This design comes from an exercise in tuning for small area on the open sky130 flow, not from production work.
Where RTL was checked, it was by simulation tests only, not by an equivalence proof against the original.
For runs 5 and 6, only the layout was checked, not whether the RTL still works.
Power figures rest on the tool's default switching activity, not on a simulated workload.

===== flow/design.v =====
package tag_mem_pkg;
    localparam logic RSP_OK  = 1'b0;
    localparam logic RSP_ERR = 1'b1;
    localparam int DEF_INIT_VAL   = 0;
    localparam int DEF_LOCK_DEPTH = 16;
    function automatic int clog2(input int n);
        int r;
        r = 0;
        for (int k = 0; k < 32; k++) begin
            if ((1 << r) < n) r++;
        end
        if (r < 1) r = 1;
        clog2 = r;
    endfunction
endpackage
module tag_rr_arbiter
#(
    parameter int NUM_CH = 2,
    localparam int IDX_W = tag_mem_pkg::clog2(NUM_CH)
) (
    input  logic              clk,
    input  logic              rst,
    input  logic [NUM_CH-1:0] i_req,
    input  logic              i_advance,
    output logic [NUM_CH-1:0] o_grant,
    output logic [IDX_W-1:0]  o_idx,
    output logic [IDX_W-1:0]  o_ptr
);
    logic [IDX_W-1:0] r_ptr;
    logic [IDX_W-1:0] w_cand;
    logic             w_found;
    always_comb begin
        o_grant = '0;
        o_idx   = '0;
        w_cand  = '0;
        w_found = 1'b0;
        for (int k = 0; k < NUM_CH; k++) begin
            w_cand = IDX_W'((int'(r_ptr) + k) % NUM_CH);
            if (!w_found && i_req[w_cand]) begin
                w_found         = 1'b1;
                o_grant[w_cand] = 1'b1;
                o_idx           = w_cand;
            end
        end
    end
    always_ff @(posedge clk or posedge rst) begin
        if (rst) begin
            r_ptr <= '0;
        end else if (i_advance) begin
            r_ptr <= IDX_W'((int'(o_idx) + 1) % NUM_CH);
        end
    end
    assign o_ptr = r_ptr;
endmodule
module tag_mem_arb
#(
    parameter int DATA_W     = 16,
    parameter int ADDR_W     = 6,
    parameter int NUM_CH     = 2,
    parameter int LOCK_DEPTH = tag_mem_pkg::DEF_LOCK_DEPTH,
    parameter logic [DATA_W-1:0] INIT_VAL = DATA_W'(tag_mem_pkg::DEF_INIT_VAL),
    localparam int DEPTH     = 2 ** ADDR_W,
    localparam int IDX_W     = tag_mem_pkg::clog2(NUM_CH)
) (
    input  logic                     clk,
    input  logic                     rst,
    input  logic [NUM_CH-1:0]        req_valid,
    output logic [NUM_CH-1:0]        req_ready,
    input  logic [NUM_CH-1:0]        req_we,
    input  logic [NUM_CH*ADDR_W-1:0] req_addr,
    input  logic [NUM_CH*DATA_W-1:0] req_wdata,
    output logic                     rsp_valid,
    output logic [IDX_W-1:0]         rsp_ch,
    output logic [DATA_W-1:0]        rsp_data,
    output logic                     rsp_err,
    input  logic                     i_lock,
    output logic                     o_locked
);
    logic [NUM_CH-1:0] w_grant;
    logic [IDX_W-1:0]  w_idx;
    logic [IDX_W-1:0]  w_ptr;
    logic              w_xfer;
    logic              w_we;
    logic [ADDR_W-1:0] w_addr;
    logic [DATA_W-1:0] w_wdata;
    logic              w_prot;
    logic              w_wr;
    logic              w_init;
    logic [DATA_W-1:0] r_mem [DEPTH];
    logic              r_written;
    logic [ADDR_W-1:0] r_addr;
    logic              r_locked;
    tag_rr_arbiter #(.NUM_CH(NUM_CH)) u_arb (
        .clk       (clk),
        .rst       (rst),
        .i_req     (req_valid),
        .i_advance (w_xfer),
        .o_grant   (w_grant),
        .o_idx     (w_idx),
        .o_ptr     (w_ptr)
    );
    assign req_ready = w_grant;
    assign w_xfer    = |w_grant;
    assign w_we      = req_we[w_idx];
    assign w_addr    = req_addr[w_idx*ADDR_W +: ADDR_W];
    assign w_wdata   = req_wdata[w_idx*DATA_W +: DATA_W];
    assign w_prot    = r_locked && (int'(w_addr) < LOCK_DEPTH);
    assign w_wr      = w_xfer && w_we && !w_prot;
    assign w_init    = w_wr && !r_written;
    always_ff @(posedge clk or posedge rst) begin
        if (rst) begin
            r_written <= 1'b0;
            r_locked  <= 1'b0;
            rsp_valid <= 1'b0;
            rsp_ch    <= '0;
            rsp_err   <= tag_mem_pkg::RSP_OK;
        end else begin
            if (i_lock) r_locked <= 1'b1;
            if (w_wr) r_written <= 1'b1;
            rsp_valid <= w_xfer;
            if (w_xfer) begin
                rsp_ch  <= w_idx;
                rsp_err <= (w_we && w_prot) ? tag_mem_pkg::RSP_ERR : tag_mem_pkg::RSP_OK;
            end
        end
    end
    always_ff @(posedge clk) begin
        if (w_xfer) r_addr <= w_addr;
    end
    localparam int COL_W = ADDR_W / 2;
    localparam int ROW_W = ADDR_W - COL_W;
    localparam int NCOL  = 2 ** COL_W;
    localparam int NROW  = 2 ** ROW_W;
    logic [NROW-1:0]   w_ws_row, w_wh_row, w_rs_row;
    logic [NCOL-1:0]   w_ws_col, w_wh_col, w_rs_col;
    logic [DEPTH-1:0]  w_wseln;
    logic [DEPTH-1:0]  w_holdn;
    logic [DATA_W-1:0] w_wdatan;
    logic [DEPTH-1:0]  w_rsel;
    logic [DATA_W-1:0] w_rdata;
    always_comb begin
        for (int r = 0; r < NROW; r++) begin
            w_ws_row[r]  = w_wr && (w_addr[ADDR_W-1:COL_W] == ROW_W'(r));
            w_wh_row[r]  = w_ws_row[r] || w_init;
            w_rs_row[r]  = r_written && (r_addr[ADDR_W-1:COL_W] == ROW_W'(r));
        end
        for (int c = 0; c < NCOL; c++) begin
            w_ws_col[c]  = (w_addr[COL_W-1:0] == COL_W'(c));
            w_wh_col[c]  = w_ws_col[c] || w_init;
            w_rs_col[c]  = (r_addr[COL_W-1:0] == COL_W'(c));
        end
    end
    tag_mem_nand_mat #(.NROW(NROW), .NCOL(NCOL)) u_wsel (
        .i_row (w_ws_row),
        .i_col (w_ws_col),
        .o_y   (w_wseln)
    );
    tag_mem_nand_mat #(.NROW(NROW), .NCOL(NCOL)) u_hold (
        .i_row (w_wh_row),
        .i_col (w_wh_col),
        .o_y   (w_holdn)
    );
    logic [DEPTH-1:0] w_rseln;
    tag_mem_nand_mat #(.NROW(NROW), .NCOL(NCOL)) u_rsel (
        .i_row (w_rs_row),
        .i_col (w_rs_col),
        .o_y   (w_rseln)
    );
    tag_mem_inv #(.W(DEPTH)) u_rsel_inv (
        .i_a (w_rseln),
        .o_y (w_rsel)
    );
    assign w_wdatan = ~(w_wdata ^ INIT_VAL);
    logic [DEPTH*DATA_W-1:0] w_q;
    logic [DEPTH*DATA_W-1:0] w_d;
    tag_mem_wmux #(.DATA_W(DATA_W), .DEPTH(DEPTH)) u_wmux (
        .i_seln   (w_wseln),
        .i_holdn  (w_holdn),
        .i_wdatan (w_wdatan),
        .i_q      (w_q),
        .o_d      (w_d)
    );
    for (genvar i = 0; i < DEPTH; i++) begin : g_word
        assign w_q[i*DATA_W +: DATA_W] = r_mem[i];
        always_ff @(posedge clk) begin
            r_mem[i] <= w_d[i*DATA_W +: DATA_W];
        end
    end
    tag_mem_rmux #(.DATA_W(DATA_W), .DEPTH(DEPTH)) u_rmux (
        .i_sel  (w_rsel),
        .i_q    (w_q),
        .o_data (w_rdata)
    );
    assign rsp_data = w_rdata ^ INIT_VAL;
    assign o_locked = r_locked;
    logic w_unused;
    assign w_unused = ^w_ptr;
endmodule
module tag_mem_wmux
#(
    parameter int DATA_W = 16,
    parameter int DEPTH  = 64
) (
    input  logic [DEPTH-1:0]        i_seln,
    input  logic [DEPTH-1:0]        i_holdn,
    input  logic [DATA_W-1:0]       i_wdatan,
    input  logic [DEPTH*DATA_W-1:0] i_q,
    output logic [DEPTH*DATA_W-1:0] o_d
);
    logic [DEPTH*DATA_W-1:0] w_seln_bits;
    logic [DEPTH*DATA_W-1:0] w_holdn_bits;
    logic [DEPTH*DATA_W-1:0] w_wdatan_bits;
    logic [DEPTH*DATA_W-1:0] w_hold_n;
    for (genvar i = 0; i < DEPTH; i++) begin : g_word
        assign w_seln_bits[i*DATA_W +: DATA_W]   = {DATA_W{i_seln[i]}};
        assign w_holdn_bits[i*DATA_W +: DATA_W]  = {DATA_W{i_holdn[i]}};
        assign w_wdatan_bits[i*DATA_W +: DATA_W] = i_wdatan;
    end
    tag_mem_nand2 #(.W(DEPTH*DATA_W)) u_hold (
        .i_a (i_q),
        .i_b (w_holdn_bits),
        .o_y (w_hold_n)
    );
    tag_mem_o21ai #(.W(DEPTH*DATA_W)) u_next (
        .i_a1 (w_wdatan_bits),
        .i_a2 (w_seln_bits),
        .i_b1 (w_hold_n),
        .o_y  (o_d)
    );
endmodule
module tag_mem_nand2
#(
    parameter int W = 1
) (
    input  logic [W-1:0] i_a,
    input  logic [W-1:0] i_b,
    output logic [W-1:0] o_y
);
    assign o_y = ~(i_a & i_b);
endmodule
module tag_mem_o21ai
#(
    parameter int W = 1
) (
    input  logic [W-1:0] i_a1,
    input  logic [W-1:0] i_a2,
    input  logic [W-1:0] i_b1,
    output logic [W-1:0] o_y
);
    assign o_y = ~((i_a1 | i_a2) & i_b1);
endmodule
module tag_mem_rmux
#(
    parameter int DATA_W = 16,
    parameter int DEPTH  = 64,
    localparam int NGRP  = DEPTH / 3,
    localparam int NREST = DEPTH - 3 * NGRP
) (
    input  logic [DEPTH-1:0]        i_sel,
    input  logic [DEPTH*DATA_W-1:0] i_q,
    output logic [DATA_W-1:0]       o_data
);
    logic [NGRP*DATA_W-1:0] w_grp_n;
    for (genvar g = 0; g < NGRP; g++) begin : g_grp
        tag_mem_aoi222 #(.W(DATA_W)) u_aoi (
            .i_a1 ({DATA_W{i_sel[3*g]}}),
            .i_a2 (i_q[(3*g)*DATA_W +: DATA_W]),
            .i_b1 ({DATA_W{i_sel[3*g+1]}}),
            .i_b2 (i_q[(3*g+1)*DATA_W +: DATA_W]),
            .i_c1 ({DATA_W{i_sel[3*g+2]}}),
            .i_c2 (i_q[(3*g+2)*DATA_W +: DATA_W]),
            .o_y  (w_grp_n[g*DATA_W +: DATA_W])
        );
    end
    always_comb begin
        o_data = '0;
        for (int g = 0; g < NGRP; g++) o_data = o_data | ~w_grp_n[g*DATA_W +: DATA_W];
        for (int k = 3 * NGRP; k < DEPTH; k++)
            o_data = o_data | ({DATA_W{i_sel[k]}} & i_q[k*DATA_W +: DATA_W]);
    end
endmodule
module tag_mem_aoi222
#(
    parameter int W = 1
) (
    input  logic [W-1:0] i_a1,
    input  logic [W-1:0] i_a2,
    input  logic [W-1:0] i_b1,
    input  logic [W-1:0] i_b2,
    input  logic [W-1:0] i_c1,
    input  logic [W-1:0] i_c2,
    output logic [W-1:0] o_y
);
    assign o_y = ~((i_a1 & i_a2) | (i_b1 & i_b2) | (i_c1 & i_c2));
endmodule
module tag_mem_nand_mat
#(
    parameter int NROW = 8,
    parameter int NCOL = 8
) (
    input  logic [NROW-1:0]      i_row,
    input  logic [NCOL-1:0]      i_col,
    output logic [NROW*NCOL-1:0] o_y
);
    for (genvar r = 0; r < NROW; r++) begin : g_row
        assign o_y[r*NCOL +: NCOL] = ~({NCOL{i_row[r]}} & i_col);
    end
endmodule
module tag_mem_inv
#(
    parameter int W = 1
) (
    input  logic [W-1:0] i_a,
    output logic [W-1:0] o_y
);
    assign o_y = ~i_a;
endmodule

===== flow/flow/run.sh =====
#!/bin/bash
set -euo pipefail
export BUFFER_PORTS_ARGS="-buffer_cell sky130_fd_sc_hd__buf_1"
export CTS_ARGS="-sink_clustering_enable -repair_clock_nets -buf_list sky130_fd_sc_hd__clkbuf_16 -sink_clustering_size 28 -sink_clustering_max_diameter 70 -dont_use_dummy_load"
bash standard.sh finish > flow.log 2>&1

===== flow/standard.sh =====
#!/bin/bash
# synth_recipe.tcl (not shown) runs the flow's synth.tcl, then flattens the netlist and writes it again
# the make line also repeats each setting of config.mk as NAME=value (left out here)
make -C /OpenROAD-flow-scripts/flow DESIGN_CONFIG=/design/flow/config.mk WORK_HOME=/design/flow/orfs CLKGATE_MAP_FILE= SYNTH_SCRIPT=/design/flow/synth_recipe.tcl "${@:-finish}"

===== flow/config.mk =====
export PLATFORM = sky130hd
export DESIGN_NAME = tag_mem_arb
export DESIGN_NICKNAME = tag_mem_arb
export VERILOG_FILES = /design/flow/design.v
export SDC_FILE = /design/flow/constraint.sdc
export NUM_CORES = 4
export LEC_CHECK = 0
export CAP_MARGIN = 10
export CORE_MARGIN = 2
export CORE_UTILIZATION = 40
export CTS_BUF_LIST = sky130_fd_sc_hd__clkbuf_16
export CTS_CLUSTER_DIAMETER = 70
export CTS_CLUSTER_SIZE = 28
export SETUP_SLACK_MARGIN = 0.4
export SLEW_MARGIN = 10
export SYNTH_HIERARCHICAL = 1

===== flow/constraint.sdc =====
create_clock -name core_clock -period 6.0 [get_ports {clk}]
set_input_delay 1.2000 -clock core_clock [delete_from_list [all_inputs] [get_ports {clk}]]
set_output_delay 1.2000 -clock core_clock [all_outputs]
set_load 0.01 [all_outputs]

==> results of run 1 <==
[logic make-up after synthesis]
family / share of synthesized area (%)
DFF: 56.97
AOI/OAI and AO/OA: 24.46
muxes: 0.6262
buffers and inverters: 2.546
and+or+nand+nor: 15.40
[flip-flops by register name (all words and copies together), names as in the netlist, named ones only]
| signal | cells |
|---|---|
| r_written | 1 |
| rsp_err | 1 |
| r_addr | 6 |
| r_locked | 1 |
| rsp_valid | 1 |
| rsp_ch | 1 |
| r_mem | 1024 |
[layout by cell type (no fill, tap or decap), types with 7 or more instances in the layout]
master	instances
nor2_1	22
o32ai_2	7
dfxtp_1	1024
nand2_1	1257
a222oi_1	336
inv_1	73
nor4_2	11
nand3_1	17
mux2i_4	17
nand4_1	64
buf_4	96
buf_1	72
clkbuf_16	54
a211oi_2	14
o21ai_0	1026
[report_power, final]
group | switching, mW | internal (mW)
logic | 1.10 | 0.609
registers | 0.662 | 8.01
clock network | 2.20 | 1.60
total | 3.95 | 10.2
[metal layers]
metal  wire (um)  share of wire (%)
met3       13380                9.9
met5          13             0.0096
met2       58480                 43
met4        6715                5.0
met1       56540                 42
[area by class of cell]
| type | instances | area, sq um | area share [%] |
|---|---|---|---|
| Sequential cell | 1036 | 20830 | 51.97 |
| Multi-Input combinational cell | 2838 | 15130 | 37.76 |
| Tap cell | 1176 | 1471 | 3.671 |
| Clock buffer | 54 | 1351 | 3.371 |
| Timing Repair Buffer | 169 | 1011 | 2.522 |
| Inverter | 74 | 277.8 | 0.6930 |
| Antenna cell | 2 | 5.005 | 0.01249 |
[cells in the mapped netlist, types with 2 or more instances]
library cell	instances	area, sq um
a21oi_1	6	30.03
nand2_1	1257	4718
edfxtp_1	6	180.2
and3b_1	2	17.52
buf_6	53	596.8
nor4bb_1	2	20.02
a31oi_1	6	37.54
o32ai_1	7	61.31
inv_1	73	274.0
buf_2	4	20.02
nand4_1	64	400.4
dfxtp_1	1024	20500
nor2_1	22	82.58
and4b_1	3	30.03
nor4_1	16	100.1
o21ai_0	1026	5135
dfrtp_1	6	150.1
nand2b_1	3	18.77
nor3_1	7	35.03
a211oi_1	6	45.04
nor3b_1	3	22.52
and2_1	3	18.77
a222oi_1	336	3363
mux2i_1	18	180.2
a211oi_2	14	175.2
nand3_1	17	85.08
[worst paths after layout]
check | from | end | slack [ns]
worst min register to register | r_mem[10][3] | r_mem[10][3] | 0.46
worst min-delay path | rst | async pin | 0.35
min in group core_clock | r_mem[10][3] | r_mem[10][3] | 0.46
worst max register to register | flop | r_mem[18][1] | 1.94
max in group asynchronous | rst | r_written | 5.35
worst max-delay path | r_written | rsp_data[7] | 0.46
[worst max-delay path, delay by kind of cell, from the launching register on]
family,cells,cell delay (ns)
AO/OA/AOI/OAI,1,0.67
AND/OR/NAND/NOR,6,1.96
flip-flops,1,0.58
buffers and inverters,2,0.47
[metrics by stage]
stage	worst slack, ns	area, sq um	hold slack (ns)
after floorplan	1.824	36560	0.4272
after global placement	0.9524	38650	0.4365
after detailed placement	0.9809	38650	0.4443
after CTS	0.4043	40040	0.3180
after global routing	0.4037	40080	0.3387
final	0.4635	40080	0.3510
[timing repair]
| item | in CTS | in global routing |
|---|---|---|
| resized for setup | 7 | 6 |
| setup endpoints to repair | 11 | 15 |
| pin swaps | 1 | 1 |
==> impl_results.md, run 1 <==
- Number of H-tree branching levels: 2
- Placeable core area: 0.09029 sq mm
- Total setup buffers inserted after CTS: 0
- Final worst clock skew: 0.08516 ns
- Count of mapped cells out of synthesis: 4009
- Min-Delay Path Class: in -> async
- Total length of routed wires: 135100 um
- Vias in the first global route: 30070
- Hold-fix buffer count after cts: 0
- Summed instance area of the synthesized netlist: 0.03656 sq mm
- Via density per instance: 6.146
- Power density over cell area: 353.7 mW/mm^2
- Share of the core filled with cells in the final layout: 44.39%
- Width of the die: 306.3 um
- Share of layout cells above drive strength 1: 5.131%
- Number of library cell types mapped by synthesis: 51
- Crit. End Element: primary output
- Max Fanout on Critical Path: 16
- Result of the run: finished clean
- Cell repeated most along the worst path: nand2_1
- Max cap viols: 0
- Portion of the clock cycle consumed by the worst path in the final layout: 92.28%
- Leakage power of the design: 14.71 nW
- Syn. warnings: 10
- Area enclosed by the die boundary: 0.09384 sq mm
- Worst skew pair latency: 0.66 ns
- Boundary pin count: 73
- Starting utilization of the core area: 40.49%
- Critical path startpoint category: flop
- Final-layout setup total negative slack: 0 ns
- Type of the setup path with the least slack: reg -> out
- Post-Synthesis Net Count: 4060
- Overall Power: 14.18 mW
- Worst Path Required: 4.80 ns
- Flip-flop cell with the highest count after synthesis: dfxtp_1
- Hold violation count in the final report: 0
- Nets: 4224
- Average wire per cell in the routed design: 25.26 um
- RePlAce Congestion: 0.9325
- Avg Synthesized Cell Area: 9.120 sq um
- Critical path cell sequence: nand2b_1, nor2_1, nand2_1, inv_1, a222oi_1, nand4_1, nor4_2, nand2_1, buf_1
- Maximum VDD drop: 0.0002517 V
- Global Route met2 Usage: 41.80%
- Clock Path Buffers: 3
- Die Y-Extent: 306.3 um
- Worst rel slew slack: 17.00%
- Fraction of met1 tracks used by global routing: 38.56%
- Period minus WS final: 5.537 ns
- Unrepaired setup endpoints after global routing: false
- Number of enable flip-flop cells after synthesis: 6
- # placed instances: 5293
- Global-route wire length before repair: 200100 um
- GRT Overall Usage: 27.72%
- Clock buffer count from CTS: 54
- Sink Count: 1036
- Area Overhead vs Synth: 9.630%
- Non-filler instance count after layout: 5349
- Number of design rule violations left after detail routing: 0
- Detailed-route via count: 32880
- Total half-perimeter wirelength after legalization and detailed placement: 88660 um
- Post-route antenna net violation count: 0
- Antenna violations before repair: 1
- Asr flop ratio synth: 0.5792%
- Detailed-routing iteration count for the pre-antenna-repair pass: 14
- Sequential share of the synthesized area: 56.97%
- Maximum number of pins on one net before global-route repair: 65
- Largest incremental delay on the critical path: 0.67 ns
- Cell with the largest stage delay on the worst path: a222oi_1
- Total global routing overflow: 0
- IO Port Bufs: 72
- CTS clock-pin slew for the worst setup and hold paths: 0.10 ns
- Worst Path Arrival: 4.34 ns
- 1st-iter DRT viols: 5512
- CTS tree: yes
- Setup Viol. Count Final: 0
- M3 GR Usage: 4.977%
- Depth of the worst register-to-register path: 8
- Cell at the root of the clock tree: clkbuf_16
- # rows: 110
- Highest clock frequency the design can meet: 180.6 MHz
- Final Max Slew Viols: 0
- # fillers: 9023
- Least-Margin Pin Slew: 1.236 ns
- #FFs+latches synth: 1036
- Busiest grt layer: met2
==> run 2: changes to the inputs <==
==> flow/config.mk (replaced) <==
export PLATFORM = sky130hd
export DESIGN_NAME = tag_mem_arb
export DESIGN_NICKNAME = tag_mem_arb
export VERILOG_FILES = /design/flow/design.v
export SDC_FILE = /design/flow/constraint.sdc
export NUM_CORES = 4
export LEC_CHECK = 0
export CAP_MARGIN = 5
export CORE_MARGIN = 2
export CORE_UTILIZATION = 40
export CTS_BUF_LIST = sky130_fd_sc_hd__clkbuf_16
export CTS_CLUSTER_DIAMETER = 70
export CTS_CLUSTER_SIZE = 28
export SETUP_SLACK_MARGIN = 0.15
export SLEW_MARGIN = 5
export SYNTH_HIERARCHICAL = 1
==> run 2 against run 1 <==
Die area is the same. Sequential power is essentially flat. Worst setup slack lost 0.31 ns. Final cell count is essentially flat. Sequential cell count unchanged. Clock skew hardly changed. Still clean on timing, DRC and antenna. Power barely moved.
==> impl_results.md, run 2 <==
- Result of the run: finished clean
- Total length of routed wires: 135100 um (about the same)
- Depth of the worst register-to-register path: 8 (unchanged)
- Worst R2R Setup Slack: 1.89 ns (-0.05 ns)
- Width of the die: 306.3 um (unchanged)
- Cell repeated most along the worst path: nand2_1
- Avg Synthesized Cell Area: 9.120 sq um (unchanged)
- Power density over cell area: 353.8 mW/mm^2 (about the same)
- Starting utilization of the core area: 40.49% (unchanged)
- Synth area leaders: dfxtp_1 (56%), o21ai_0 (14%), nand2_1 (13%)
- Min-Delay Path Class: in -> async
- Highest clock frequency the design can meet: 171.1 MHz (-5.3%)
- Worst Path Arrival: 4.65 ns (+0.31 ns)
- CTS tree: yes
- Average wire per cell in the routed design: 25.26 um (about the same)
- Die Y-Extent: 306.3 um (unchanged)
- Least-Margin Pin Slew: 1.240 ns (+0.004877 ns)
- Worst slack on hold paths: 0.3508 ns (-0.0001340 ns)
- #FFs+latches synth: 1036 (unchanged)
- Total setup buffers inserted after CTS: 0 (unchanged)
- Placeable core area: 0.09029 sq mm (unchanged)
- Top-area cell type share of the netlist area: 56.07% (unchanged)
- Critical path startpoint category: flop
- Nets: 4224 (unchanged)
- Final-layout setup total negative slack: 0 ns (unchanged)
- Cell with the largest stage delay on the worst path: nor4_1
- 1st-iter DRT viols: 5493 (-0.34%)
- Final Max Slew Viols: 0 (unchanged)
- Share of layout cells above drive strength 1: 5.011% (-0.12 points)
- Vias in the first global route: 30040 (-0.10%)
- Sink Count: 1036 (unchanged)
- Total half-perimeter wirelength after legalization and detailed placement: 88660 um (unchanged)
- Unrepaired setup endpoints after global routing: true
- Summed instance area of the synthesized netlist: 0.03656 sq mm (unchanged)
- Hold violation count in the final report: 0 (unchanged)
- Area Overhead vs Synth: 9.551% (about the same)
- Number of enable flip-flop cells after synthesis: 6 (unchanged)
- Clock Path Buffers: 3 (unchanged)
- Largest incremental delay on the critical path: 0.81 ns (+0.14 ns)
- Total global routing overflow: 0 (unchanged)
- Portion of the clock cycle consumed by the worst path in the final layout: 97.43% (+5.2 points)
- Area enclosed by the die boundary: 0.09384 sq mm (unchanged)
- Period minus WS final: 5.846 ns (+0.3095 ns)
- CTS clock-pin slew for the worst setup and hold paths: 0.10 ns (about the same)
- Number of library cell types mapped by synthesis: 51 (unchanged)
- Asr flop ratio synth: 0.5792% (unchanged)
- Global-route wire length before repair: 200100 um (about the same)
- Critical path cell sequence: nand2b_1, nor2_1, nand2_1, inv_1, a222oi_1, nand4_1, nor4_1, nand2_1, buf_1
- Leakage power of the design: 14.70 nW (about the same)
- Count of mapped cells out of synthesis: 4009 (unchanged)
- RePlAce Congestion: 0.9325 (unchanged)
- # rows: 110 (unchanged)
- Antenna violations before repair: 1 (unchanged)
- Worst skew pair latency: 0.66 ns (about the same)
- Post-route antenna net violation count: 0 (unchanged)
- Critical path startpoint: r_written
- IO Port Bufs: 72 (unchanged)
- Endpoint of the worst setup timing path: rsp_data[5]
- Max Fanout on Critical Path: 16 (unchanged)
- Most frequent cells in the layout: nand2_1 (1257), o21ai_0 (1026), dfxtp_1 (1024), a222oi_1 (336), buf_4 (96)
- Boundary pin count: 73 (unchanged)
- Crit. End Element: primary output
- Clock buffer count from CTS: 54 (unchanged)
- Registers with the highest flip-flop counts: r_mem: 1024 flops, r_addr: 6 flops
- Sequential share of the synthesized area: 56.97% (unchanged)
- Most flops, register: r_mem
- Worst Path Required: 4.80 ns (about the same)
- Setup Viol. Count Final: 0 (unchanged)
- Post-synthesis cell type with the largest combined area: dfxtp_1
- Via density per instance: 6.141 (about the same)
- Syn. warnings: 10 (unchanged)
- Number of design rule violations left after detail routing: 0 (unchanged)
- Maximum number of pins on one net before global-route repair: 65 (unchanged)
- Detailed-route via count: 32840 (-0.094%)
- Worst rel slew slack: 16.67% (-0.33 points)
- Flip-flop cell with the highest count after synthesis: dfxtp_1
- Cell at the root of the clock tree: clkbuf_16
- Flip-flop count of the largest register, all copies and words added: 1024 (unchanged)
- Critical register-to-register path endpoint: r_mem[18][1]
- Synth top cells by count: nand2_1 (1257), o21ai_0 (1026), dfxtp_1 (1024), a222oi_1 (336), inv_1 (73)
- Detailed-routing iteration count for the pre-antenna-repair pass: 10 (-4)
- Type of the setup path with the least slack: reg -> out
- Commonest non-fill, non-tap cell in the layout: nand2_1
- # fillers: 9023 (unchanged)
- Maximum VDD drop: 0.0002507 V (-0.41%)
- GRT Overall Usage: 27.72% (about the same)
- Most common cell in the synthesized netlist: nand2_1
- Final worst clock skew: 0.08540 ns (+0.0002442 ns)
- Max cap viols: 0 (unchanged)
- Post-Synthesis Net Count: 4060 (unchanged)
- Number of H-tree branching levels: 2 (unchanged)
==> run 2: cell count changes in the layout (fill, tap and decap cells not counted) <==
cell,change
nor4_2,-4
diode_2,-1
nor4_1,+4
dfrtp_1,+1
dfrtp_2,-1
==> run 2: worst min path at each step <==
| stage | end | startpoint |
|---|---|---|
| 2_1_floorplan | r_mem[0][0] | r_mem[0][0] |
| 3_3_place_gp | r_mem[48][13] | r_mem[48][13] |
| 3_5_place_dp | r_mem[58][10] | r_mem[58][10] |
| 4_1_cts | async pin | rst |
| 5_1_grt | async pin | rst |
| 6_report | async pin | rst |
==> run 2: cell families (layout without fill, tap and decap cells) <==
family	count (synthesis)	after routing	synth area share, %
AOI/OAI and AO/OA	1410	1410	24.46
and+or+nand+nor	1407	1407	15.40
buffers and inverters	135	297	2.546
muxes	21	21	0.6262
DFF	1036	1036	56.97
other	0	1	0
==> run 2: repair_timing <==
action,CTS,global route
hold buffers,0,0
endpoints found under the hold margin,0,0
setup endpoints to repair,0,13
gates resized for setup,0,8
==> run 2: cell type report <==
cell class	instances	area, sq um	area share [%]
timing repair buffer	169	1011	2.524
multi-input combinational	2838	15110	37.72
clock buffer	54	1351	3.374
inverter	74	277.8	0.6935
sequential	1036	20830	52.01
antenna	1	2.502	0.006248
tap	1176	1471	3.674
==> run 2: per-stage QoR <==
step	area, sq um	power [mW]	std cells	setup WS (ns)	utilization, %
floorplan	36560	9.687	4009	1.824	-
global placement	38650	10.42	5293	0.9524	42.81
detailed placement	38650	10.46	5293	0.9809	42.81
CTS	40000	14.16	5347	0.2750	44.31
global route	40050	14.78	5347	0.1105	44.36
finish	40050	14.17	5348	0.1540	44.36
==> run 2: where the power goes <==
part | internal (mW) | switching (mW) | leakage, nW
Combinational | 0.607 | 1.10 | 5.54
Clock | 1.60 | 2.19 | 0.665
Sequential | 8.01 | 0.662 | 8.50
Total | 10.2 | 3.95 | 14.7
==> run 2: metal layers <==
layer	wire length [um]	global-route usage, %	vias to the layer above
li1	-	-	15000
met1	57060	38.49	15770
met2	58590	41.92	1792
met3	12820	5.067	278
met4	6587	12.44	2
met5	13	0	-
==> run 2: critical path: cells and delay by family (launching register included) <==
kind,cells,cell delay (ns)
DFF,1,0.69
and+or+nand+nor,6,2.20
buffers and inverters,2,0.48
AOI/OAI and AO/OA,1,0.59
==> run 3: changes to the inputs <==
==> flow/flow/run.sh (replaced) <==
#!/bin/bash
set -euo pipefail
export BUFFER_PORTS_ARGS="-buffer_cell sky130_fd_sc_hd__buf_1"
export CTS_ARGS="-sink_clustering_enable -repair_clock_nets -buf_list sky130_fd_sc_hd__clkbuf_16 -sink_clustering_size 32 -sink_clustering_max_diameter 60 -dont_use_dummy_load"
bash standard.sh finish > flow.log 2>&1
--- a/flow/config.mk
+++ b/flow/config.mk
@@ -9,8 +9,8 @@
 export CORE_MARGIN = 2
 export CORE_UTILIZATION = 40
 export CTS_BUF_LIST = sky130_fd_sc_hd__clkbuf_16
-export CTS_CLUSTER_DIAMETER = 70
-export CTS_CLUSTER_SIZE = 28
+export CTS_CLUSTER_DIAMETER = 60
+export CTS_CLUSTER_SIZE = 32
 export SETUP_SLACK_MARGIN = 0.15
 export SLEW_MARGIN = 5
 export SYNTH_HIERARCHICAL = 1
==> run 3 against run 2 <==
Count of clock-buffer cells in the layout up 22. Clock skew decreased by 0.0092 ns. Critical path depth unchanged. Via count is 0.80% higher. Global-route usage rose by 0.28 points. Largest cell class unchanged. Critical path type unchanged. Utilization up 0.59 points. Routed wire length is 0.73% higher. Hold slack improved by 0.036 ns.
==> impl_results.md, run 3 <==
- Top-area cell type share of the netlist area: 56.07% (unchanged)
- Share of the core filled with cells in the final layout: 44.96% (+0.59 points)
- Critical register-to-register path endpoint: r_mem[18][1]
- Antenna violations before repair: 1 (unchanged)
- Number of H-tree branching levels: 3 (+1)
- Nets: 4246 (+0.52%)
- Total length of routed wires: 136100 um (+0.73%)
- Final cell area excluding filler cells: 0.04059 sq mm (+1.3%)
- Antenna diode instance count: 0 (-1)
- Unrepaired setup endpoints after global routing: true
- Via density per instance: 6.166 (+0.41%)
- Result of the run: finished clean
- Share of the synthesized area in compound gates (AO/OA/AOI/OAI): 24.46% (unchanged)
- Hold violation count in the final report: 0 (unchanged)
- Type of the setup path with the least slack: reg -> out
- Number of design rule violations left after detail routing: 0 (unchanged)
- Highest clock frequency the design can meet: 170.4 MHz (-0.38%)
- Critical path startpoint category: flop
- Endpoint of the worst setup timing path: rsp_data[10]
- Global-route wire length before repair: 201100 um (+0.50%)
- Period minus WS final: 5.869 ns (+0.02256 ns)
- 1st-iter DRT viols: 5426 (-1.2%)
- Depth of the worst register-to-register path: 8 (unchanged)
- Synth top cells by count: nand2_1 (1257), o21ai_0 (1026), dfxtp_1 (1024), a222oi_1 (336), inv_1 (73)
- Setup Viol. Count Final: 0 (unchanged)
- Combinational family with the most area after synthesis: compound AO/OA/AOI/OAI gates
- Average wire per cell in the routed design: 25.34 um (+0.33%)
- IO Port Bufs: 72 (unchanged)
- Detailed-route via count: 33110 (+0.80%)
- Worst rel slew slack: 19.37% (+2.7 points)
- Final-layout setup total negative slack: 0 ns (unchanged)
- Least-Margin Pin Slew: 1.200 ns (-0.04014 ns)
- Vias in the first global route: 30290 (+0.84%)
- Total global routing overflow: 0 (unchanged)
- GRT Overall Usage: 28.00% (+0.28 points)
- Avg Synthesized Cell Area: 9.120 sq um (unchanged)
- Sink Count: 1036 (unchanged)
- Most frequent cells in the layout: nand2_1 (1257), o21ai_0 (1026), dfxtp_1 (1024), a222oi_1 (336), buf_4 (96)
- Maximum VDD drop: 0.0002786 V (+11%)
- Area enclosed by the die boundary: 0.09384 sq mm (unchanged)
- Post-synthesis cell type with the largest combined area: dfxtp_1
- Total setup buffers inserted after CTS: 0 (unchanged)
- Cell at the root of the clock tree: clkbuf_16
- Post-route antenna net violation count: 0 (unchanged)
- Arithmetic-cell share of the synthesized area counting full adders, half adders and majority gates: 0% (unchanged)
- Post-route worst setup slack: 0.1314 ns (-0.02256 ns)
- Die Y-Extent: 306.3 um (unchanged)
- Clock buffer count from CTS: 76 (+41%)
- Max cap viols: 0 (unchanged)
- #FFs+latches synth: 1036 (unchanged)
- Flip-flop count of the largest register, all copies and words added: 1024 (unchanged)
- Wire length on met2: 58500 um (-0.15%)
- Registers with the highest flip-flop counts: r_mem: 1024 flops, r_addr: 6 flops
- Asr flop ratio synth: 0.5792% (unchanged)
- Portion of the clock cycle consumed by the worst path in the final layout: 97.81% (+0.38 points)
- Starting utilization of the core area: 40.49% (unchanged)
- Basic-gate share of the synthesized area counting and, or, nand and nor cells: 15.40% (unchanged)
- Total half-perimeter wirelength after legalization and detailed placement: 88660 um (unchanged)
- Post-place setup slack: 0.9809 ns (unchanged)
- Clock Path Buffers: 3 (unchanged)
- Placeable core area: 0.09029 sq mm (unchanged)
- Syn. warnings: 10 (unchanged)
- Multiplexer area fraction after synthesis: 0.6263% (unchanged)
- Most common cell in the synthesized netlist: nand2_1
- Number of enable flip-flop cells after synthesis: 6 (unchanged)
- Top metal layer carrying routed signals: met5
- Boundary pin count: 73 (unchanged)
- Max Fanout on Critical Path: 16 (unchanged)
- Summed instance area of the synthesized netlist: 0.03656 sq mm (unchanged)
- Final Max Slew Viols: 0 (unchanged)
- Most flops, register: r_mem
- Placement Cell Area: 0.03865 sq mm (unchanged)
- # rows: 110 (unchanged)
- Crit. End Element: primary output
- Commonest non-fill, non-tap cell in the layout: nand2_1
- Maximum number of pins on one net before global-route repair: 65 (unchanged)
- Sequential share of the synthesized area: 56.97% (unchanged)
- Worst R2R Setup Slack: 1.98 ns (+0.09 ns)
- Routed met3 length: 13560 um (+5.8%)
- CTS clock-pin slew for the worst setup and hold paths: 0.07 ns (-0.03 ns)
- Overall Power: 14.98 mW (+5.7%)
- Worst skew pair latency: 0.64 ns (-0.02 ns)
- Power density over cell area: 369.0 mW/mm^2 (+4.3%)
- Count of mapped cells out of synthesis: 4009 (unchanged)
- Post-Synthesis Net Count: 4060 (unchanged)
- Detailed-routing iteration count for the pre-antenna-repair pass: 10 (unchanged)
- Flip-flop cell with the highest count after synthesis: dfxtp_1
- Synth area leaders: dfxtp_1 (56%), o21ai_0 (14%), nand2_1 (13%)
- RePlAce Congestion: 0.9325 (unchanged)
- Post-synthesis xor/xnor area fraction: 0% (unchanged)
- CTS tree: yes
- Worst Path Required: 4.80 ns (about the same)
- Final worst clock skew: 0.07621 ns (-0.009194 ns)
- Min-Delay Path Class: in -> async
- Number of library cell types mapped by synthesis: 51 (unchanged)
- Critical path startpoint: r_written
- Area Overhead vs Synth: 11.02%
- Width of the die: 306.3 um (unchanged)
- Worst Path Arrival: 4.67 ns (+0.02 ns)
- M1 wire length: 56910 um (-0.26%)
- Leakage power of the design: 14.97 nW (+1.8%)
- Share of layout cells above drive strength 1: 5.461% (+0.45 points)
[run 3: cell counts after synthesis]
No cell type changed its count.
[run 3: cell families (layout without fill, tap and decap cells)]
family,count (synthesis),after routing
compound gates,1410,1410
simple gates,1407,1407
mux,21,21
flops,1036,1036
buf+inv,135,319
[run 3: cell type report]
class	instances	area, sq um
Clock buffer	76	1902
Multi-Input combinational cell	2838	15100
Timing Repair Buffer	169	1011
Inverter	74	277.8
Sequential cell	1036	20830
Fill cell	8983	49700
Tap cell	1176	1471
[run 3: how the worst min path moves through the flow]
| stage | from | end | slack, ns | cells after the start |
|---|---|---|---|---|
| 2_1_floorplan | r_mem[0][0] | r_mem[0][0] | 0.43 | 2 |
| 3_3_place_gp | r_mem[48][13] | r_mem[48][13] | 0.44 | 2 |
| 3_5_place_dp | r_mem[58][10] | r_mem[58][10] | 0.44 | 2 |
| 4_1_cts | rst | async pin | 0.36 | 2 |
| 5_1_grt | rst | async pin | 0.40 | 2 |
| 6_report | rst | async pin | 0.39 | 2 |
[run 3: critical path: stages (launching register included)]
cell and delay [ns]:
dfrtp_1 0.67, nand2_1 0.28, nor2_1 0.21, nand2_1 0.13, inv_1 0.26, a222oi_1 0.78
nand4_1 0.41, nor4_1 0.91, nand2_1 0.17, buf_1 0.19
[run 3: stage by stage]
stage / cells / hold slack, ns
finish: 5369 / 0.3865
global placement: 5293 / 0.4365
global route: 5369 / 0.3992
floorplan: 4009 / 0.4272
CTS: 5369 / 0.3585
detailed placement: 5293 / 0.4443
[run 3: repair_timing]
action | in CTS | in global routing
resized for setup | 0 | 6
hold buffers | 0 | 0
setup endpoints to repair | 0 | 11
[run 3: per-layer routing]
metal / track usage [%] / up-vias
li1: - / 15050
met1: 38.28 / 15880
met2: 41.99 / 1850
met3: 5.779 / 319
met4: 13.84 / 2
met5: 0 / -
[run 3: where the power goes]
group,internal [mW],switching [mW]
Combinational,0.607,1.10
Clock,2.24,2.36
Sequential,8.02,0.663
Total,10.9,4.12
==> run 4: changes to the inputs <==
==> flow/flow/run.sh (replaced) <==
#!/bin/bash
set -euo pipefail
export BUFFER_PORTS_ARGS="-buffer_cell sky130_fd_sc_hd__buf_1"
export CTS_ARGS="-sink_clustering_enable -repair_clock_nets -buf_list sky130_fd_sc_hd__clkbuf_16 -sink_clustering_size 34 -sink_clustering_max_diameter 70 -dont_use_dummy_load"
bash standard.sh finish > flow.log 2>&1
--- a/flow/config.mk
+++ b/flow/config.mk
@@ -9,8 +9,8 @@
 export CORE_MARGIN = 2
 export CORE_UTILIZATION = 40
 export CTS_BUF_LIST = sky130_fd_sc_hd__clkbuf_16
-export CTS_CLUSTER_DIAMETER = 60
-export CTS_CLUSTER_SIZE = 32
+export CTS_CLUSTER_DIAMETER = 70
+export CTS_CLUSTER_SIZE = 34
 export SETUP_SLACK_MARGIN = 0.15
 export SLEW_MARGIN = 5
 export SYNTH_HIERARCHICAL = 1
==> run 4 against run 3 <==
Combinational power about the same. Sequential power barely moved. Still clean. Global-route usage is 0.29 points lower. Clock power down 18%. Count of clock-buffer cells in the layout down 23. Die area did not move. Critical endpoint is now rsp_data[15]. Highest routed layer unchanged. Final area shrank 1.4%. Hold slack worse by 0.045 ns. Via count down 0.18%.
==> impl_results.md, run 4 <==
- Total length of routed wires: 135000 um (-0.78%)
- Average wire per cell in the routed design: 25.25 um (-0.37%)
- Syn. warnings: 10 (unchanged)
- Largest incremental delay on the critical path: 0.72 ns (-0.19 ns)
- Cell with the largest stage delay on the worst path: a222oi_1
- Unrepaired setup endpoints after global routing: false
- Number of design rule violations left after detail routing: 0 (unchanged)
- Most flops, register: r_mem
- Sequential share of the synthesized area: 56.97% (unchanged)
- Most common cell in the synthesized netlist: nand2_1
- #FFs+latches synth: 1036 (unchanged)
- Portion of the clock cycle consumed by the worst path in the final layout: 97.07% (-0.74 points)
- Number of enable flip-flop cells after synthesis: 6 (unchanged)
- Synth top cells by count: nand2_1 (1257), o21ai_0 (1026), dfxtp_1 (1024), a222oi_1 (336), inv_1 (73)
- Total half-perimeter wirelength after legalization and detailed placement: 88660 um (unchanged)
- Post_cts resized: 0 (unchanged)
- Critical register-to-register path endpoint: r_mem[18][1]
- Registers with the highest flip-flop counts: r_mem: 1024 flops, r_addr: 6 flops
- Final-layout setup total negative slack: 0 ns (unchanged)
- Hold violation count in the final report: 0 (unchanged)
- Max cap viols: 0 (unchanged)
- Flip-flop count of the largest register, all copies and words added: 1024 (unchanged)
- Global Route met2 Usage: 41.64% (-0.34 points)
- Cell at the root of the clock tree: clkbuf_16
- Highest clock frequency the design can meet: 171.7 MHz (+0.76%)
- Antenna violations before repair: 1 (unchanged)
- Total setup buffers inserted after CTS: 0 (unchanged)
- Worst rel slew slack: 17.87% (-1.5 points)
- Worst Path Required: 4.80 ns (about the same)
- Hold-fix buffer count after cts: 0 (unchanged)
- Post-place setup slack: 0.9809 ns (unchanged)
- IO Port Bufs: 72 (unchanged)
- Fraction of met1 tracks used by global routing: 38.52% (+0.25 points)
- Global-route wire length before repair: 199700 um (-0.66%)
- Placeable core area: 0.09029 sq mm (unchanged)
- Final worst clock skew: 0.1135 ns (+0.03732 ns)
- Post-route worst setup slack: 0.1758 ns (+0.04444 ns)
- Flip-flop cell with the highest count after synthesis: dfxtp_1
- Number of library cell types mapped by synthesis: 51 (unchanged)
- # rows: 110 (unchanged)
- Setup Viol. Count Final: 0 (unchanged)
- Result of the run: finished clean
- CTS clock-pin slew for the worst setup and hold paths: 0.10 ns (+0.03 ns)
- Worst skew pair latency: 0.67 ns (+0.03 ns)
- Depth of the worst register-to-register path: 8 (unchanged)
- Final Max Slew Viols: 0 (unchanged)
- Starting utilization of the core area: 40.49% (unchanged)
- 1st-iter DRT viols: 5521 (+1.8%)
- CTS tree: yes
- Max Fanout on Critical Path: 16 (unchanged)
- Post-synthesis cell type with the largest combined area: dfxtp_1
- Period minus WS final: 5.824 ns (-0.04444 ns)
- Asr flop ratio synth: 0.5792% (unchanged)
- Power density over cell area: 353.3 mW/mm^2 (-4.3%)
- Vias in the first global route: 30010 (-0.91%)
- Commonest non-fill, non-tap cell in the layout: nand2_1
- Post-route antenna net violation count: 0 (unchanged)
- Boundary pin count: 73 (unchanged)
- Crit path buf inv count: 2 (unchanged)
- Via density per instance: 6.181 (+0.23%)
- Summed instance area of the synthesized netlist: 0.03656 sq mm (unchanged)
- Leakage power of the design: 14.69 nW (-1.9%)
- Crit. End Element: primary output
- Most frequent cells in the layout: nand2_1 (1257), o21ai_0 (1026), dfxtp_1 (1024), a222oi_1 (336), buf_4 (96)
- Busiest grt layer: met2
- Maximum VDD drop: 0.0002699 V (-3.1%)
- Area enclosed by the die boundary: 0.09384 sq mm (unchanged)
- Min-Delay Path Class: in -> async
- Maximum number of pins on one net before global-route repair: 65 (unchanged)
- Area Overhead vs Synth: 9.500%
- Synth area leaders: dfxtp_1 (56%), o21ai_0 (14%), nand2_1 (13%)
- Critical path cell sequence: nand2b_1, nor2_1, nand2_1, inv_1, a222oi_1, nand4_1, nor4_1, nand2_1, buf_1
- Critical path startpoint category: flop
- Type of the setup path with the least slack: reg -> out
- Worst R2R Setup Slack: 1.91 ns (-0.07 ns)
- Cell repeated most along the worst path: nand2_1
- Top-area cell type share of the netlist area: 56.07% (unchanged)
- RePlAce Congestion: 0.9325 (unchanged)
- Total global routing overflow: 0 (unchanged)
- GRT Overall Usage: 27.71% (-0.29 points)
- Detailed-routing iteration count for the pre-antenna-repair pass: 12 (+2)
- Nets: 4223 (-0.54%)
- Width of the die: 306.3 um (unchanged)
- Count of mapped cells out of synthesis: 4009 (unchanged)
- Largest delay contributor family on the critical path: simple AND/OR/NAND/NOR gates
- Number of H-tree branching levels: 2 (-1)
- Detailed-route via count: 33050 (-0.18%)
- Clock Path Buffers: 3 (unchanged)
- Die Y-Extent: 306.3 um (unchanged)
- Share of layout cells above drive strength 1: 5.012% (-0.45 points)
- Sink Count: 1036 (unchanged)
- Post-Synthesis Net Count: 4060 (unchanged)
- Worst Path Arrival: 4.62 ns (-0.05 ns)
- Least-Margin Pin Slew: 1.223 ns (+0.02230 ns)
- Overall Power: 14.14 mW (-5.6%)
- Clock buffer count from CTS: 53 (-30%)
- Avg Synthesized Cell Area: 9.120 sq um (unchanged)
- M3 GR Usage: 4.963% (-0.82 points)
[run 4: final cells by class]
class	count	area [sq um]
Antenna cell	1	2.502
Clock buffer	53	1326
Fill cell	9015	50250
Inverter	74	277.8
Multi-Input combinational cell	2838	15120
Sequential cell	1036	20830
Tap cell	1176	1471
Timing Repair Buffer	169	1011
[run 4: worst max-delay path by stage]
stage                            start           end  cells after the start
after global routing         r_written   rsp_data[6]                      9
after CTS                    r_written   rsp_data[7]                      9
after detailed placement     r_written   rsp_data[7]                      9
after global placement       r_written   rsp_data[4]                      9
after floorplan           req_valid[0]   r_mem[0][0]                      7
final                        r_written  rsp_data[15]                      9
[run 4: power by group]
part / total (mW) / internal, mW / leakage [nW] / switching (mW)
registers: 8.68 / 8.01 / 8.50 / 0.664
clock network: 3.76 / 1.57 / 0.653 / 2.19
logic: 1.70 / 0.608 / 5.54 / 1.09
[run 4: cells by family (layout without fill, tap and decap cells)]
logic type / count (synthesis) / after routing / share of synthesized area, %
AND/OR/NAND/NOR: 1407 / 1407 / 15.40
AO/OA/AOI/OAI: 1410 / 1410 / 24.46
flip-flops: 1036 / 1036 / 56.97
multiplexers: 21 / 21 / 0.6262
other: 0 / 1 / 0
buffers and inverters: 135 / 296 / 2.546
[run 4: layer usage]
metal  up-vias  share of wire (%)
met5         -             0.0096
met2      1845                 43
met3       321                9.9
met1     15880                 42
met4         2                5.0
li1      15000                  -
[run 4: worst reg2reg max path, cell delays in order, from the launching register on]
cell and delay [ns]:
dfrtp_1 0.39, nand2b_4 0.16, and2_4 0.38, nor2_2 0.14, a31o_1 0.55, o31ai_2 1.07, nand2_1 0.83, nand2_1 0.21
o21ai_0 0.09
[run 4: per-stage QoR]
step / hold slack, ns / instances / area (sq um) / util, %
4_1_cts: 0.3105 / 5346 / 39980 / 44.28
3_3_place_gp: 0.4365 / 5293 / 38650 / 42.81
3_5_place_dp: 0.4443 / 5293 / 38650 / 42.81
6_report: 0.3419 / 5347 / 40030 / 44.34
2_1_floorplan: 0.4272 / 4009 / 36560 / -
5_1_grt: 0.3464 / 5346 / 40030 / 44.34
==> run 5: changes to the inputs <==
--- a/flow/design.v
+++ b/flow/design.v
@@ -272,11 +272,47 @@
             .o_y  (w_grp_n[g*DATA_W +: DATA_W])
         );
     end
-    always_comb begin
-        o_data = '0;
-        for (int g = 0; g < NGRP; g++) o_data = o_data | ~w_grp_n[g*DATA_W +: DATA_W];
-        for (int k = 3 * NGRP; k < DEPTH; k++)
-            o_data = o_data | ({DATA_W{i_sel[k]}} & i_q[k*DATA_W +: DATA_W]);
+    localparam int NTERM = NGRP + NREST;
+    logic [NTERM*DATA_W-1:0] w_term_n;
+    assign w_term_n[NGRP*DATA_W-1:0] = w_grp_n;
+    for (genvar k = 0; k < NREST; k++) begin : g_rest
+        tag_mem_nand2 #(.W(DATA_W)) u_nand (
+            .i_a (i_q[(3*NGRP+k)*DATA_W +: DATA_W]),
+            .i_b ({DATA_W{i_sel[3*NGRP+k]}}),
+            .o_y (w_term_n[(NGRP+k)*DATA_W +: DATA_W])
+        );
+    end
+    if (NTERM == 22) begin : g_tree22
+        logic [6*DATA_W-1:0] w_or;
+        logic [3*DATA_W-1:0] w_nor;
+        tag_mem_nand4 #(.W(5*DATA_W)) u_nand4 (
+            .i_a (w_term_n[0 +: 5*DATA_W]),
+            .i_b (w_term_n[5*DATA_W +: 5*DATA_W]),
+            .i_c (w_term_n[10*DATA_W +: 5*DATA_W]),
+            .i_d (w_term_n[15*DATA_W +: 5*DATA_W]),
+            .o_y (w_or[0 +: 5*DATA_W])
+        );
+        tag_mem_nand2 #(.W(DATA_W)) u_nand2 (
+            .i_a (w_term_n[20*DATA_W +: DATA_W]),
+            .i_b (w_term_n[21*DATA_W +: DATA_W]),
+            .o_y (w_or[5*DATA_W +: DATA_W])
+        );
+        tag_mem_nor2 #(.W(3*DATA_W)) u_nor2 (
+            .i_a (w_or[0 +: 3*DATA_W]),
+            .i_b (w_or[3*DATA_W +: 3*DATA_W]),
+            .o_y (w_nor)
+        );
+        tag_mem_nand3 #(.W(DATA_W)) u_nand3 (
+            .i_a (w_nor[0 +: DATA_W]),
+            .i_b (w_nor[DATA_W +: DATA_W]),
+            .i_c (w_nor[2*DATA_W +: DATA_W]),
+            .o_y (o_data)
+        );
+    end else begin : g_tree
+        always_comb begin
+            o_data = '0;
+            for (int k = 0; k < NTERM; k++) o_data = o_data | ~w_term_n[k*DATA_W +: DATA_W];
+        end
     end
 endmodule
 module tag_mem_aoi222
@@ -315,3 +351,36 @@
 );
     assign o_y = ~i_a;
 endmodule
+module tag_mem_nand4
+#(
+    parameter int W = 1
+) (
+    input  logic [W-1:0] i_a,
+    input  logic [W-1:0] i_b,
+    input  logic [W-1:0] i_c,
+    input  logic [W-1:0] i_d,
+    output logic [W-1:0] o_y
+);
+    assign o_y = ~(i_a & i_b & i_c & i_d);
+endmodule
+module tag_mem_nand3
+#(
+    parameter int W = 1
+) (
+    input  logic [W-1:0] i_a,
+    input  logic [W-1:0] i_b,
+    input  logic [W-1:0] i_c,
+    output logic [W-1:0] o_y
+);
+    assign o_y = ~(i_a & i_b & i_c);
+endmodule
+module tag_mem_nor2
+#(
+    parameter int W = 1
+) (
+    input  logic [W-1:0] i_a,
+    input  logic [W-1:0] i_b,
+    output logic [W-1:0] o_y
+);
+    assign o_y = ~(i_a | i_b);
+endmodule
==> flow/flow/run.sh (replaced) <==
#!/bin/bash
set -euo pipefail
export BUFFER_PORTS_ARGS="-buffer_cell sky130_fd_sc_hd__buf_1"
export CTS_ARGS="-sink_clustering_enable -repair_clock_nets -buf_list sky130_fd_sc_hd__clkbuf_16 -sink_clustering_size 28 -sink_clustering_max_diameter 70 -dont_use_dummy_load"
bash standard.sh finish > flow.log 2>&1
==> flow/config.mk (replaced) <==
export PLATFORM = sky130hd
export DESIGN_NAME = tag_mem_arb
export DESIGN_NICKNAME = tag_mem_arb
export VERILOG_FILES = /design/flow/design.v
export SDC_FILE = /design/flow/constraint.sdc
export NUM_CORES = 4
export LEC_CHECK = 0
export CAP_MARGIN = 10
export CORE_MARGIN = 2
export CORE_UTILIZATION = 40
export CTS_BUF_LIST = sky130_fd_sc_hd__clkbuf_16
export CTS_CLUSTER_DIAMETER = 70
export CTS_CLUSTER_SIZE = 28
export SETUP_SLACK_MARGIN = 0.1
export SLEW_MARGIN = 10
export SYNTH_HIERARCHICAL = 1
==> run 5 against run 4 <==
Power shrank 1.1%. Critical path depth unchanged. Area after synthesis down 0.13%. Still clean on timing, DRC and antenna. Highest routed layer is now met4. Register-to-register slack lost 0.10 ns. Clock skew is 0.046 ns lower. Largest cell class unchanged. Sequential cell count unchanged.
==> impl_results.md, run 5 <==
- Endpoint of the worst setup timing path: rsp_data[12]
- RePlAce Congestion: 0.9252 (-0.78%)
- Via density per instance: 6.079 (-1.6%)
- Result of the run: finished clean
- Clock Path Buffers: 3 (unchanged)
- Setup Viol. Count Final: 0 (unchanged)
- Proportion of power drawn by combinational gates: 12.1% (about the same)
- Post-synthesis cell type with the largest combined area: dfxtp_1
- Max Fanout on Critical Path: 16 (unchanged)
- Cell at the root of the clock tree: clkbuf_16
- Type of the setup path with the least slack: reg -> out
- CTS tree: yes
- Average wire per cell in the routed design: 24.58 um (-2.7%)
- Clock buffer count from CTS: 51 (-3.8%)
- Summed instance area of the synthesized netlist: 0.03652 sq mm (-0.13%)
- # rows: 110 (unchanged)
- Maximum number of pins on one net before global-route repair: 65 (unchanged)
- Vias in the first global route: 30490 (+1.6%)
- Fraction of met1 tracks used by global routing: 38.02% (-0.51 points)
- Leakage power of the design: 14.71 nW (+0.15%)
- Highest clock frequency the design can meet: 177.1 MHz (+3.2%)
- Post-Synthesis Net Count: 4088 (+0.69%)
- IO Port Bufs: 72 (unchanged)
- Commonest non-fill, non-tap cell in the layout: nand2_1
- Total setup buffers inserted after CTS: 0 (unchanged)
- Unrepaired setup endpoints after global routing: false
- Sequential share of the synthesized area: 57.04% (+0.072 points)
- Post-route antenna net violation count: 0 (unchanged)
- Worst Path Required: 4.80 ns (about the same)
- Top-area cell type share of the netlist area: 56.14% (+0.071 points)
- Worst rel slew slack: 21.39% (+3.5 points)
- Flip-flop cell with the highest count after synthesis: dfxtp_1
- Min-Delay Path Class: in -> async
- Switching power share of the total: 27.56% (-0.36 points)
- Area enclosed by the die boundary: 0.09372 sq mm (-0.12%)
- Sink Count: 1036 (unchanged)
- Number of H-tree branching levels: 2 (unchanged)
- # fillers: 9155 (+1.6%)
- #FFs+latches synth: 1036 (unchanged)
- Most frequent cells in the layout: nand2_1 (1256), o21ai_0 (1025), dfxtp_1 (1024), a222oi_1 (336), buf_4 (121)
- Period minus WS final: 5.645 ns (-0.1790 ns)
- Synth top cells by count: nand2_1 (1256), o21ai_0 (1025), dfxtp_1 (1024), a222oi_1 (336), nand4_1 (80)
- Number of design rule violations left after detail routing: 0 (unchanged)
- Final Max Slew Viols: 0 (unchanged)
- Area Overhead vs Synth: 9.947%
- Number of library cell types mapped by synthesis: 49 (-3.9%)
- Post_cts resized: 0 (unchanged)
- Final-layout setup total negative slack: 0 ns (unchanged)
- Critical register-to-register path endpoint: r_mem[42][13]
- Worst skew pair latency: 0.65 ns (-0.02 ns)
- Maximum VDD drop: 0.0002221 V (-18%)
- Nets: 4278 (+1.3%)
- M3 GR Usage: 4.279% (-0.68 points)
- Hold violation count in the final report: 0 (unchanged)
- Synth area leaders: dfxtp_1 (56%), o21ai_0 (14%), nand2_1 (13%)
- Worst R2R Setup Slack: 1.81 ns (-0.10 ns)
- Net switching power of the design: 3.854 mW (-2.4%)
- Number of enable flip-flop cells after synthesis: 6 (unchanged)
- CTS clock-pin slew for the worst setup and hold paths: 0.10 ns (about the same)
- Hold-fix buffer count after cts: 0 (unchanged)
- Count of mapped cells out of synthesis: 4037 (+0.70%)
- Placeable core area: 0.09029 sq mm (unchanged)
- Final worst clock skew: 0.06791 ns (-0.04563 ns)
- Detailed-routing iteration count for the pre-antenna-repair pass: 10 (-2)
- Power density over cell area: 348.3 mW/mm^2 (-1.4%)
- Critical path startpoint category: flop
- Global Route met2 Usage: 42.06% (+0.41 points)
- Share of the core filled with cells in the final layout: 44.47% (+0.12 points)
- Internal power contribution: 10.13 mW (-0.64%)
- Width of the die: 306.1 um (about the same)
- Max cap viols: 0 (unchanged)
- Critical path startpoint: r_written
- Die Y-Extent: 306.1 um (about the same)
- GRT Overall Usage: 27.36% (-0.35 points)
- Flip-flop count of the largest register, all copies and words added: 1024 (unchanged)
- Depth of the worst register-to-register path: 7 (-1)
- Busiest grt layer: met2
- 1st-iter DRT viols: 5192 (-6.0%)
- Most common cell in the synthesized netlist: nand2_1
- Detailed-route via count: 32880 (-0.50%)
- Starting utilization of the core area: 40.44% (-0.051 points)
- # placed instances: 5350 (+1.1%)
- Clock network fraction of design power: 26.4% (-0.2 points)
- Avg Synthesized Cell Area: 9.045 sq um (-0.82%)
- Share of layout cells above drive strength 1: 5.065% (+0.053 points)
- Most flops, register: r_mem
- Crit. End Element: primary output
- Part of the total power dissipated in sequential elements: 61.5% (about the same)
- Portion of the clock cycle consumed by the worst path in the final layout: 94.09% (-3.0 points)
- Worst Path Arrival: 4.45 ns (-0.17 ns)
- Asr flop ratio synth: 0.5792% (unchanged)
- Global-route wire length before repair: 197800 um (-0.95%)
- Least-Margin Pin Slew: 1.146 ns (-0.07622 ns)
- Total half-perimeter wirelength after legalization and detailed placement: 84080 um (-5.2%)
- Total length of routed wires: 132900 um (-1.5%)
- Total global routing overflow: 0 (unchanged)
- Syn. warnings: 9 (-1)
- Non-filler instance count after layout: 5409 (+1.2%)
- Antenna violations before repair: 7 (+6)
- Boundary pin count: 73 (unchanged)
- Registers with the highest flip-flop counts: r_mem: 1024 flops, r_addr: 6 flops
==> run 5: cell types whose count changed after synthesis, moves of 3 or more <==
| cell | delta |
|---|---|
| nor2b_1 | +3 |
| nor4_1 | -15 |
| a211oi_2 | -10 |
| nor2_1 | +48 |
| a211oi_1 | -6 |
| nand4_1 | +16 |
==> run 5: layout make-up <==
cell class	instances	area (sq um)	share of cell area (%)
clock buffers	51	1276	3.179
inverters	73	274.0	0.6825
multi-input cells	2870	15060	37.50
repair buffers	195	1219	3.035
flip-flops and latches	1036	20830	51.88
diodes	8	20.02	0.04986
well taps	1176	1471	3.665
==> run 5: cell families (layout without fill, tap and decap cells) <==
logic type,count (synthesis),count (layout),synth area share (%)
buffers and inverters,131,319,2.440
AO/OA/AOI/OAI,1393,1393,24.02
AND/OR/NAND/NOR,1455,1455,15.88
other,0,8,0
multiplexers,22,22,0.6133
flip-flops,1036,1036,57.04
==> run 5: layer usage <==
layer  vias up  wire, um  share of wire, %
met5         -         0                 0
met4         0      6134               4.6
met3       248     11510               8.7
met2      1659     58860                44
met1     15870     56420                42
li1      15110         -                 -
==> run 5: worst min path at each step <==
stage                        startpoint            end  slack, ns  cells past startpoint
after floorplan             r_mem[0][0]    r_mem[0][0]       0.43                      2
after global placement    r_mem[18][11]  r_mem[18][11]       0.44                      2
after detailed placement  r_mem[19][13]  r_mem[19][13]       0.44                      2
after CTS                           rst      async pin       0.36                      2
after global routing                rst      async pin       0.39                      2
final                               rst      async pin       0.39                      2
==> run 5: worst max-delay path: stages, from the launching register on <==
cell,delay [ns]
dfrtp_1,0.78
nand2b_1,0.23
nor3_2,0.89
nand2_1,0.16
inv_1,0.49
a222oi_1,0.33
nand4_1,0.41
nor2_1,0.14
nand3_1,0.19
buf_1,0.17
==> run 5: through the flow <==
stage | instance area (sq um) | setup slack, ns | hold slack [ns] | power [mW]
after floorplan | 36520 | 1.810 | 0.4272 | 9.677
after global placement | 38840 | 1.215 | 0.4363 | 10.31
after detailed placement | 38840 | 1.187 | 0.4442 | 10.38
after CTS | 40120 | 0.4985 | 0.3627 | 14.00
after global routing | 40140 | 0.2358 | 0.3902 | 14.61
final | 40150 | 0.3548 | 0.3914 | 13.98
==> run 5: power by group through the flow <==
stage | Combinational [mW] | Clock (mW) | Sequential, mW
floorplan | 1.10 | 0 | 8.58
global placement | 1.60 | 0 | 8.71
detailed placement | 1.66 | 0 | 8.72
CTS | 1.66 | 3.77 | 8.58
global route | 1.90 | 3.99 | 8.72
finish | 1.69 | 3.70 | 8.59
==> run 6: changes to the inputs <==
==> flow/flow/run.sh (replaced) <==
#!/bin/bash
set -euo pipefail
export BUFFER_PORTS_ARGS="-buffer_cell sky130_fd_sc_hd__buf_1"
export CTS_ARGS="-sink_clustering_enable -repair_clock_nets -buf_list sky130_fd_sc_hd__clkbuf_16 -sink_clustering_size 30 -sink_clustering_max_diameter 76 -dont_use_dummy_load"
bash standard.sh finish > flow.log 2>&1
--- a/flow/config.mk
+++ b/flow/config.mk
@@ -9,8 +9,8 @@
 export CORE_MARGIN = 2
 export CORE_UTILIZATION = 40
 export CTS_BUF_LIST = sky130_fd_sc_hd__clkbuf_16
-export CTS_CLUSTER_DIAMETER = 70
-export CTS_CLUSTER_SIZE = 28
+export CTS_CLUSTER_DIAMETER = 76
+export CTS_CLUSTER_SIZE = 30
 export SETUP_SLACK_MARGIN = 0.1
 export SLEW_MARGIN = 10
 export SYNTH_HIERARCHICAL = 1
==> run 6 against run 5 <==
Still clean on timing, DRC and antenna. Fmax grew 0.59%. Count of clock-buffer cells in the layout decreased by 4. Die area did not move. Sequential power about the same. Hold slack lost 0.0028 ns. Power decreased by 0.79%. Routed wire length unchanged. Final area fell by 0.25%. First-iteration DRC count down 3.9%. Area after synthesis is the same. Largest power group unchanged. Critical path type unchanged. Critical path depth did not move. Clock skew grew 0.0090 ns.
==> impl_results.md, run 6 <==
- Die Y-Extent: 306.1 um (unchanged)
- Hold-fix buffer count after cts: 0 (unchanged)
- Sink Count: 1036 (unchanged)
- Vias in the first global route: 30320 (-0.55%)
- Critical path startpoint category: flop
- Number of design rule violations left after detail routing: 0 (unchanged)
- Unrepaired setup endpoints after global routing: false
- Nets: 4274 (-0.094%)
- Post-synthesis cell type with the largest combined area: dfxtp_1
- Post-Synthesis Net Count: 4088 (unchanged)
- Worst Path Arrival: 4.41 ns (-0.04 ns)
- Setup Viol. Count Final: 0 (unchanged)
- Result of the run: finished clean
- Count of mapped cells out of synthesis: 4037 (unchanged)
- Max cap viols: 0 (unchanged)
- Detailed-route via count: 32870 (-0.046%)
- Hold violation count in the final report: 0 (unchanged)
- Top-area cell type share of the netlist area: 56.14% (unchanged)
- Summed instance area of the synthesized netlist: 0.03652 sq mm (unchanged)
- #FFs+latches synth: 1036 (unchanged)
- Leakage power of the design: 14.66 nW (-0.34%)
- Sequential share of the synthesized area: 57.04% (unchanged)
- Overall Power: 13.87 mW (-0.79%)
- Commonest non-fill, non-tap cell in the layout: nand2_1
- Worst slack on hold paths: 0.3886 ns (-0.002812 ns)
- Multiplexer area fraction after synthesis: 0.6133% (unchanged)
- RePlAce Congestion: 0.9252 (unchanged)
- Avg Synthesized Cell Area: 9.045 sq um (unchanged)
- Syn. warnings: 9 (unchanged)
- Cell at the root of the clock tree: clkbuf_16
- Average wire per cell in the routed design: 24.59 um (about the same)
- Area Overhead vs Synth: 9.673%
- Period minus WS final: 5.612 ns (-0.03320 ns)
- Combinational family with the most area after synthesis: compound AO/OA/AOI/OAI gates
- Post_cts resized: 0 (unchanged)
- Flip-flop count of the largest register, all copies and words added: 1024 (unchanged)
- Flip-flop cell with the highest count after synthesis: dfxtp_1
- Registers with the highest flip-flop counts: r_mem: 1024 flops, r_addr: 6 flops
- Synth top cells by count: nand2_1 (1256), o21ai_0 (1025), dfxtp_1 (1024), a222oi_1 (336), nand4_1 (80)
- Total length of routed wires: 132900 um (unchanged)
- Worst Path Required: 4.80 ns (about the same)
- Worst R2R Setup Slack: 1.88 ns (+0.07 ns)
- Asr flop ratio synth: 0.5792% (unchanged)
- Starting utilization of the core area: 40.44% (unchanged)
- IO Port Bufs: 72 (unchanged)
- Most flops, register: r_mem
- Critical path cell sequence: nand2b_1, nor3_2, nand2_1, inv_1, a222oi_1, nand4_1, nor2_1, nand3_1, buf_1
- Post-synthesis xor/xnor area fraction: 0% (unchanged)
- Global-route wire length before repair: 197500 um (-0.19%)
- Detailed-routing iteration count for the pre-antenna-repair pass: 10 (unchanged)
- Number of H-tree branching levels: 2 (unchanged)
- Final worst clock skew: 0.07694 ns (+0.009031 ns)
- Largest incremental delay on the critical path: 0.90 ns (about the same)
- Number of library cell types mapped by synthesis: 49 (unchanged)
- Number of enable flip-flop cells after synthesis: 6 (unchanged)
- Worst skew pair latency: 0.65 ns (about the same)
- Synth area leaders: dfxtp_1 (56%), o21ai_0 (14%), nand2_1 (13%)
- Clock Path Buffers: 3 (unchanged)
- Max Fanout on Critical Path: 16 (unchanged)
- Post-route antenna net violation count: 0 (unchanged)
- Crit. End Element: primary output
- Via density per instance: 6.081 (about the same)
- Final-layout setup total negative slack: 0 ns (unchanged)
- Portion of the clock cycle consumed by the worst path in the final layout: 93.53% (-0.55 points)
- Placeable core area: 0.09029 sq mm (unchanged)
- Clock buffer count from CTS: 47 (-7.8%)
- Arithmetic-cell share of the synthesized area counting full adders, half adders and majority gates: 0% (unchanged)
- Share of layout cells above drive strength 1: 4.975% (-0.090 points)
- Most frequent cells in the layout: nand2_1 (1256), o21ai_0 (1025), dfxtp_1 (1024), a222oi_1 (336), buf_4 (121)
- Cell with the largest stage delay on the worst path: nor3_2
- Worst rel slew slack: 21.94% (+0.55 points)
[run 6: cell type report]
cell class | count | area [sq um]
multi-input combinational | 2870 | 15060
tap | 1176 | 1471
inverter | 73 | 274.0
timing repair buffer | 195 | 1219
antenna | 8 | 20.02
clock buffer | 47 | 1176
fill | 9146 | 50240
sequential | 1036 | 20830
[run 6: cell families (layout without fill, tap and decap cells)]
| logic type | Yosys count | in the layout |
|---|---|---|
| simple gates | 1455 | 1455 |
| mux | 22 | 22 |
| compound gates | 1393 | 1393 |
| buf+inv | 131 | 315 |
| other cells | 0 | 8 |
| flops | 1036 | 1036 |
[run 6: report_power, final]
part	switching [mW]	internal, mW
clock network	2.18	1.41
registers	0.583	8.01
logic	1.10	0.599
[run 6: routing by layer]
| layer | global-route usage (%) | part of all wire (%) | up-vias |
|---|---|---|---|
| met2 | 41.97 | 44 | 1533 |
| met1 | 38.27 | 43 | 16000 |
| li1 | - | - | 15100 |
| met4 | 11.57 | 4.4 | 0 |
| met5 | 0 | 0 | - |
| met3 | 4.175 | 8.6 | 241 |
[run 6: path summary, 6_finish.rpt]
kind                                  to           from
max in group asynchronous      r_written            rst
hold / removal                 async pin            rst
setup reg to reg           r_mem[42][13]           flop
min in group core_clock    r_mem[28][12]  r_mem[28][12]
setup / recovery            rsp_data[12]      r_written
hold reg to reg            r_mem[28][12]  r_mem[28][12]
[run 6: worst max-delay path, delay by kind of cell, from the launching register on]
family / cells / cell delay, ns
and+or+nand+nor: 6 / 2.00
buffers and inverters: 2 / 0.70
DFF: 1 / 0.78
AOI/OAI and AO/OA: 1 / 0.27
[run 6: stage by stage]
step / utilization [%] / area (sq um) / setup WS, ns / std cells
after floorplan: - / 36520 / 1.810 / 4037
after global placement: 43.02 / 38840 / 1.215 / 5350
after global routing: 44.35 / 40040 / 0.2636 / 5403
after detailed placement: 43.02 / 38840 / 1.187 / 5350
final: 44.36 / 40050 / 0.3880 / 5405
after CTS: 44.32 / 40020 / 0.5162 / 5397

Re-timed with assumed drivers on the ports (clkbuf_16 on the clock, buf_2 on other inputs), run 6 has 0.319 ns of setup slack against 0.388 ns with ideal ports, and 0.981 ns once port delays also move by the mid clock arrival of 0.692 ns.
